This design comes from an exercise in tuning for small area on the open sky130 flow, not from production work. In this exercise RTL edits were held to simulation tests only and were not proved equivalent to the original. The flow treats the clock pin as an ideal source, which a real chip does not have. Power figures rest on the tool's default switching activity, not on a simulated workload.

## try-cedar
==> flow/design.v (excerpt) <==
module regfile_sb
#(
  parameter int unsigned DATA_W = regfile_pkg::DEF_DATA_W,
  parameter int unsigned ADDR_W = regfile_pkg::DEF_ADDR_W,
  parameter int unsigned NUM_RD = 2,
  parameter int unsigned CNT_W  = ADDR_W + 1
) (
  input  logic                     clk,
  input  logic                     rst,
  input  logic                     we,
  input  logic [ADDR_W-1:0]        waddr,
  input  logic [DATA_W-1:0]        wdata,
  input  logic [NUM_RD*ADDR_W-1:0] raddr,
  output logic [NUM_RD*DATA_W-1:0] rdata,
  output logic [NUM_RD-1:0]        rbusy,
  input  logic                     issue_valid,
  input  logic [ADDR_W-1:0]        issue_dst,
  input  logic                     flush,
  output logic [CNT_W-1:0]         pend_cnt,
  output logic                     any_busy
);
Size in the first run: about 3,600 cells after synthesis, ~1,000 flip-flops, roughly 130 I/O pins, about 0.043 mm2 of cells after synthesis.
clock: 7.0 ns
lec_check: 0
cap_margin: 20
core_margin: 2
core_utilization: 40
slew_margin: 20
synth_hierarchical: 1
standard.sh (not shown) runs the stock make flow with config.mk's settings and CLKGATE_MAP_FILE= SYNTH_SCRIPT=/design/flow/synth_recipe.tcl, a recipe that flattens the netlist after the stock synthesis.
==> flow/flow/run.sh <==
#!/bin/bash
# The standard layout, with three changes passed to ORFS through its own
# variables: the port buffers are the smallest buffer cell; clock tree
# synthesis uses larger sink clusters and inserts no dummy loads; and after
# clock tree synthesis flow/downsize.tcl gives each combinational cell the
# smallest drive strength that keeps timing and the slew and capacitance
# limits.
set -euo pipefail
export BUFFER_PORTS_ARGS="-buffer_cell sky130_fd_sc_hd__buf_1"
export CTS_ARGS="-sink_clustering_enable -repair_clock_nets -dont_use_dummy_load -sink_clustering_size 24 -sink_clustering_max_diameter 80"
export POST_CTS_TCL="$PWD/flow/downsize.tcl"
bash standard.sh > standard.log 2>&1
==> flow/flow/downsize.tcl <==
# Area recovery: give each combinational cell the smallest drive strength of
# its own function that keeps setup slack above a margin and adds no max-slew
# or max-capacitance violation. Clock-tree cells and registers are left alone.
proc ds_area { m } { return [get_property [get_lib_cells $m] area] }
proc ds_ok { margin } {
  if { [sta::worst_slack_cmd max] < $margin } { return 0 }
  if { [sta::max_slew_violation_count] > 0 } { return 0 }
  if { [sta::max_capacitance_violation_count] > 0 } { return 0 }
  return 1
}
set ds_margin [expr 0.25e-9]
set ds_lib sky130_fd_sc_hd__
set ds_before 0.0
set ds_after 0.0
set ds_count 0
foreach inst [get_cells *] {
  set name [get_full_name $inst]
  set m [get_property $inst ref_name]
  if { ![regexp "^${ds_lib}(\[a-z0-9]+)_(\[0-9]+)\$" $m -> base size] } { continue }
  if { [regexp {^(df|edf|sdf|dl|clk|tap|fill|decap|conb|diode|lpflow)} $base] } { continue }
  if { [regexp {^clk} $name] } { continue }
  set cands {}
  foreach s {0 1 2 4 6 8 12 16} {
    if { $s >= $size } { break }
    set c ${ds_lib}${base}_$s
    if { [llength [get_lib_cells -quiet $c]] > 0 } { lappend cands $c }
  }
  if { [llength $cands] == 0 } { continue }
  set a0 [ds_area $m]
  foreach c $cands {
    replace_cell $name $c
    if { [ds_ok $ds_margin] } {
      set ds_before [expr $ds_before + $a0]
      set ds_after [expr $ds_after + [ds_area $c]]
      incr ds_count
      set m ""
      break
    }
  }
  if { $m ne "" } { replace_cell $name $m }
}
puts "downsize: $ds_count cells, area $ds_before -> $ds_after"
## Diff of input files: try-nickel against try-cedar
# try-cedar
export LEC_CHECK = 0
export CAP_MARGIN = 20
export CORE_MARGIN = 2
export CORE_UTILIZATION = 40
export SLEW_MARGIN = 20
export SYNTH_HIERARCHICAL = 1
create_clock -name core_clock -period 7.0 [get_ports {clk}]
# try-nickel
export LEC_CHECK = 0
export CAP_MARGIN = 20
export CORE_MARGIN = 2
export CORE_UTILIZATION = 40
export SETUP_SLACK_MARGIN = 0.3
export SLEW_MARGIN = 20
export SYNTH_HIERARCHICAL = 1
create_clock -name core_clock -period 7.0 [get_ports {clk}]
==> flow/flow/run.sh <==
#!/bin/bash
# The standard layout, with three changes passed to ORFS through its own
# variables: the port buffers are the smallest buffer cell; clock tree
# synthesis uses larger sink clusters and inserts no dummy loads; and after
# clock tree synthesis flow/downsize.tcl gives each combinational cell the
# smallest drive strength that keeps timing and the slew and capacitance
# limits, and after the repairs that follow global routing it does so again
# on global-route parasitics (flow/grt_hook.tcl).
set -euo pipefail
export BUFFER_PORTS_ARGS="-buffer_cell sky130_fd_sc_hd__buf_1"
export CTS_ARGS="-sink_clustering_enable -repair_clock_nets -dont_use_dummy_load -sink_clustering_size 24 -sink_clustering_max_diameter 80"
export POST_CTS_TCL="$PWD/flow/downsize.tcl"
export PRE_GLOBAL_ROUTE_TCL="$PWD/flow/grt_hook.tcl"
bash standard.sh > standard.log 2>&1
-- flow/flow/downsize.tcl --
<<< try-cedar, line 3
# or max-capacitance violation. Clock-tree cells and registers are left alone.
proc ds_area { m } { return [get_property [get_lib_cells $m] area] }
proc ds_ok { margin } {
  if { [sta::worst_slack_cmd max] < $margin } { return 0 }
  if { [sta::max_slew_violation_count] > 0 } { return 0 }
  if { [sta::max_capacitance_violation_count] > 0 } { return 0 }
  return 1
}
set ds_margin [expr 0.25e-9]
set ds_lib sky130_fd_sc_hd__
set ds_before 0.0
>>> try-nickel, line 3
# or max-capacitance violation. Clock-tree cells and registers are left alone.
proc ds_area { m } { return [get_property [get_lib_cells $m] area] }
if { ![info exists ds_slew_min] } { set ds_slew_min 0.0 }
if { ![info exists ds_cap_min] } { set ds_cap_min 0.0 }
if { ![info exists ds_margin] } { set ds_margin [expr 0.5e-9] }
# Each bound is the given one or, where the design already falls short of
# it, what the design has now: a change may not make any of them worse.
set ds_margin [expr min($ds_margin, [sta::worst_slack_cmd max])]
set ds_slew_min [expr min($ds_slew_min, [sta::max_slew_check_slack_limit])]
set ds_cap_min [expr min($ds_cap_min, [sta::max_capacitance_check_slack_limit])]
proc ds_ok { margin } {
  if { [sta::worst_slack_cmd max] < $margin } { return 0 }
  if { [sta::max_slew_violation_count] > 0 } { return 0 }
  if { [sta::max_capacitance_violation_count] > 0 } { return 0 }
  if { [sta::max_slew_check_slack_limit] < $::ds_slew_min } { return 0 }
  if { [sta::max_capacitance_check_slack_limit] < $::ds_cap_min } { return 0 }
  return 1
}
set ds_lib sky130_fd_sc_hd__
set ds_before 0.0
==> flow/flow/grt_hook.tcl (new file) <==
# Sourced before global routing. ORFS calls recover_power_helper between an
# incremental global-route start and end, after its repairs with global-route
# parasitics; in its place, downsize again on those parasitics, keeping 10%
# headroom on slew and capacitance, so the rerouted nets follow the new cells.
set ::grt_hook_dir [file dirname [file normalize [info script]]]
proc recover_power_helper { } {
  set ::ds_slew_min 0.1
  set ::ds_cap_min 0.1
  set ::ds_margin [expr 0.5e-9]
  uplevel #0 [list source [file join $::grt_hook_dir downsize.tcl]]
}
### Flow results
try-nickel and try-cedar ended up with roughly the same cell count after placement. | vertical die dimension | try-nickel vs try-cedar | ≈ equal |. Number of synthesized flops with an enable pin essentially unchanged between try-nickel and try-cedar. try-nickel never completed; the flow aborted with a tool error in clock tree synthesis. Post-synth design cell area: try-nickel vs try-cedar identical. The width of the die was comparable across try-cedar and try-nickel. Reported for try-cedar and try-nickel, placer congestion estimate turned out identical to the last digit. Reported for try-cedar and try-nickel, post-synthesis adder-cell area fraction turned out identical to the last digit. From try-cedar to try-nickel, synthesized cell count did not move at all. Between try-cedar and try-nickel, the difference in row count is negligible.
#### Input delta (try-harbor over try-nickel)
-- flow/flow/run.sh --
<<< try-nickel, line 9
set -euo pipefail
export BUFFER_PORTS_ARGS="-buffer_cell sky130_fd_sc_hd__buf_1"
export CTS_ARGS="-sink_clustering_enable -repair_clock_nets -dont_use_dummy_load -sink_clustering_size 24 -sink_clustering_max_diameter 80"
export POST_CTS_TCL="$PWD/flow/downsize.tcl"
export PRE_GLOBAL_ROUTE_TCL="$PWD/flow/grt_hook.tcl"
>>> try-harbor, line 9
set -euo pipefail
export BUFFER_PORTS_ARGS="-buffer_cell sky130_fd_sc_hd__buf_1"
export CTS_ARGS="-sink_clustering_enable -repair_clock_nets -dont_use_dummy_load -sink_clustering_size 28 -sink_clustering_max_diameter 85"
export POST_CTS_TCL="$PWD/flow/downsize.tcl"
export PRE_GLOBAL_ROUTE_TCL="$PWD/flow/grt_hook.tcl"
==> flow/flow/downsize.tcl <==
# Area recovery: give each combinational cell the smallest drive strength of
# its own function that keeps setup slack above a margin and adds no max-slew
# or max-capacitance violation. Clock-tree cells and registers are left alone.
proc ds_area { m } { return [get_property [get_lib_cells $m] area] }
if { ![info exists ::ds_slew_min] } { set ::ds_slew_min 0.0 }
if { ![info exists ::ds_cap_min] } { set ::ds_cap_min 0.0 }
if { ![info exists ::ds_margin] } { set ::ds_margin [expr 0.5e-9] }
# Each bound is the given one or, where the design already falls short of
# it, what the design has now: a change may not make any of them worse.
set ::ds_margin [expr min($::ds_margin, [sta::worst_slack_cmd max])]
set ::ds_slew_min [expr min($::ds_slew_min, [sta::max_slew_check_slack_limit])]
set ::ds_cap_min [expr min($::ds_cap_min, [sta::max_capacitance_check_slack_limit])]
proc ds_ok { margin } {
  if { [sta::worst_slack_cmd max] < $margin } { return 0 }
  if { [sta::max_slew_violation_count] > 0 } { return 0 }
  if { [sta::max_capacitance_violation_count] > 0 } { return 0 }
  if { [sta::max_slew_check_slack_limit] < $::ds_slew_min } { return 0 }
  if { [sta::max_capacitance_check_slack_limit] < $::ds_cap_min } { return 0 }
  return 1
}
set ds_lib sky130_fd_sc_hd__
set ds_before 0.0
set ds_after 0.0
set ds_count 0
foreach inst [get_cells *] {
  set name [get_full_name $inst]
  set m [get_property $inst ref_name]
  if { ![regexp "^${ds_lib}(\[a-z0-9]+)_(\[0-9]+)\$" $m -> base size] } { continue }
  if { [regexp {^(df|edf|sdf|dl|tap|fill|decap|conb|diode|lpflow)} $base] } { continue }
  # Clock-tree cells (CTS names them clkbuf_* and clkload*, and they drive
  # the clock net) stay as CTS sized them.
  if { [regexp {^clk} $name] } { continue }
  if { [regexp {^clk} $base] } {
    set outs [get_nets -quiet -of_objects [get_pins -of_objects $inst -filter "direction==output"]]
    if { [llength $outs] == 0 || [regexp {clk} [get_full_name [lindex $outs 0]]] } { continue }
  }
  set cands {}
  foreach s {0 1 2 4 6 8 12 16} {
    if { $s >= $size } { break }
    set c ${ds_lib}${base}_$s
    if { [llength [get_lib_cells -quiet $c]] > 0 } { lappend cands $c }
  }
  if { [llength $cands] == 0 } { continue }
  set a0 [ds_area $m]
  foreach c $cands {
    replace_cell $name $c
    if { [ds_ok $::ds_margin] } {
      set ds_before [expr $ds_before + $a0]
      set ds_after [expr $ds_after + [ds_area $c]]
      incr ds_count
      set m ""
      break
    }
  }
  if { $m ne "" } { replace_cell $name $m }
}
puts "downsize: $ds_count cells, area $ds_before -> $ds_after"
==> flow/flow/grt_hook.tcl <==
# Sourced before global routing. ORFS calls recover_power_helper between an
# incremental global-route start and end, after its repairs with global-route
# parasitics; in its place, downsize again on those parasitics, keeping 5%
# headroom on slew and capacitance, so the rerouted nets follow the new cells.
set ::grt_hook_dir [file dirname [file normalize [info script]]]
proc recover_power_helper { } {
  set ::ds_slew_min 0.05
  set ::ds_cap_min 0.05
  set ::ds_margin [expr 0.5e-9]
  uplevel #0 [list source [file join $::grt_hook_dir downsize.tcl]]
}
==> comparison <==
- Ran to the end and failed final checks on max-capacitance violations, max-slew violations, negative setup slack: try-harbor.
- As far as post-synthesis cell count goes, try-nickel and try-harbor are indistinguishable; the numbers are identical.
- try-nickel -> try-harbor: share of async-settable or async-resettable flops after synthesis delta 0, exact match
- Synthesized-area fraction occupied by xor and xnor cells: try-harbor vs try-nickel identical
- Delta (try-harbor minus try-nickel): top-level port count level; adder-cell share of the synthesized area level; instance area after placement level; post-synthesis cell area level; post-synthesis share of cell area spent on and, or, nand and nor gates level.
- Reported for try-harbor and try-nickel, mux cell area share after synthesis turned out identical to the last digit.
- Area fraction in compound gates after synthesis came out exactly the same in try-harbor and try-nickel.
- As far as average size of a mapped cell is concerned, try-harbor and try-nickel perform about the same.
For try-zinc, these inputs were changed with respect to try-harbor:
-- flow/flow/downsize.tcl --
<<< try-harbor, line 27
  set m [get_property $inst ref_name]
  if { ![regexp "^${ds_lib}(\[a-z0-9]+)_(\[0-9]+)\$" $m -> base size] } { continue }
  if { [regexp {^(df|edf|sdf|dl|tap|fill|decap|conb|diode|lpflow)} $base] } { continue }
  # Clock-tree cells (CTS names them clkbuf_* and clkload*, and they drive
  # the clock net) stay as CTS sized them.
  if { [regexp {^clk} $name] } { continue }
  if { [regexp {^clk} $base] } {
    set outs [get_nets -quiet -of_objects [get_pins -of_objects $inst -filter "direction==output"]]
    if { [llength $outs] == 0 || [regexp {clk} [get_full_name [lindex $outs 0]]] } { continue }
  }
  set cands {}
  foreach s {0 1 2 4 6 8 12 16} {
>>> try-zinc, line 27
  set m [get_property $inst ref_name]
  if { ![regexp "^${ds_lib}(\[a-z0-9]+)_(\[0-9]+)\$" $m -> base size] } { continue }
  if { [regexp {^(df|edf|sdf|dl|clk|tap|fill|decap|conb|diode|lpflow)} $base] } { continue }
  if { [regexp {^clk} $name] } { continue }
  set cands {}
  foreach s {0 1 2 4 6 8 12 16} {
==> flow/flow/grt_hook.tcl <==
# Sourced before global routing. ORFS calls recover_power_helper between an
# incremental global-route start and end, after its repairs with global-route
# parasitics; in its place, downsize again on those parasitics, keeping 10%
# headroom on slew and capacitance, so the rerouted nets follow the new cells.
set ::grt_hook_dir [file dirname [file normalize [info script]]]
proc recover_power_helper { } {
  set ::ds_slew_min 0.1
  set ::ds_cap_min 0.1
  set ::ds_margin [expr 0.5e-9]
  uplevel #0 [list source [file join $::grt_hook_dir downsize.tcl]]
}
## What came out
The internal power on try-harbor is in line with that on try-zinc. Looking at try-zinc and try-harbor, the multi-input gate area in the final layout is a wash. try-zinc against try-harbor: number of I/O pins ~0 delta; utilization ~0 delta; sequential share of layout area ~0 delta. Both conditions hold for try-zinc: the flow ran to the end and the final layout passed the timing, DRC and antenna checks.

static timing again, ports no longer ideal:
No port has a modelled driver above. Below, the same layouts with a new extraction and two added sets of constraints.
Step 1 (the two cells are an assumption about what drives the block):
set clk [get_ports {clk}]
set_driving_cell -lib_cell sky130_fd_sc_hd__clkbuf_16 $clk
set_driving_cell -lib_cell sky130_fd_sc_hd__buf_2 [delete_from_list [all_inputs] $clk]
Step 2 also shifts input and output timing later by t, the mid clock arrival at the registers, as if the neighbouring blocks saw the same clock.
Three values: ideal ports, drivers, drivers and shift; two values: the first two.
| run | shift t [ns] | slack for setup (ns) | hold WS [ns] | worst register clock-pin slew, ns |
|---|---|---|---|---|
| try-cedar | 0.713 | 0.150 / 0.113 / 0.113 | 0.502 / 0.502 / 0.502 | 0.11 / 0.11 |
| try-harbor | 0.693 | -0.074 / -0.111 / -0.111 | 0.505 / 0.505 / 0.505 | 0.12 / 0.12 |
| try-zinc | 0.691 | 0.199 / 0.162 / 0.162 | 0.504 / 0.504 / 0.504 | 0.12 / 0.12 |
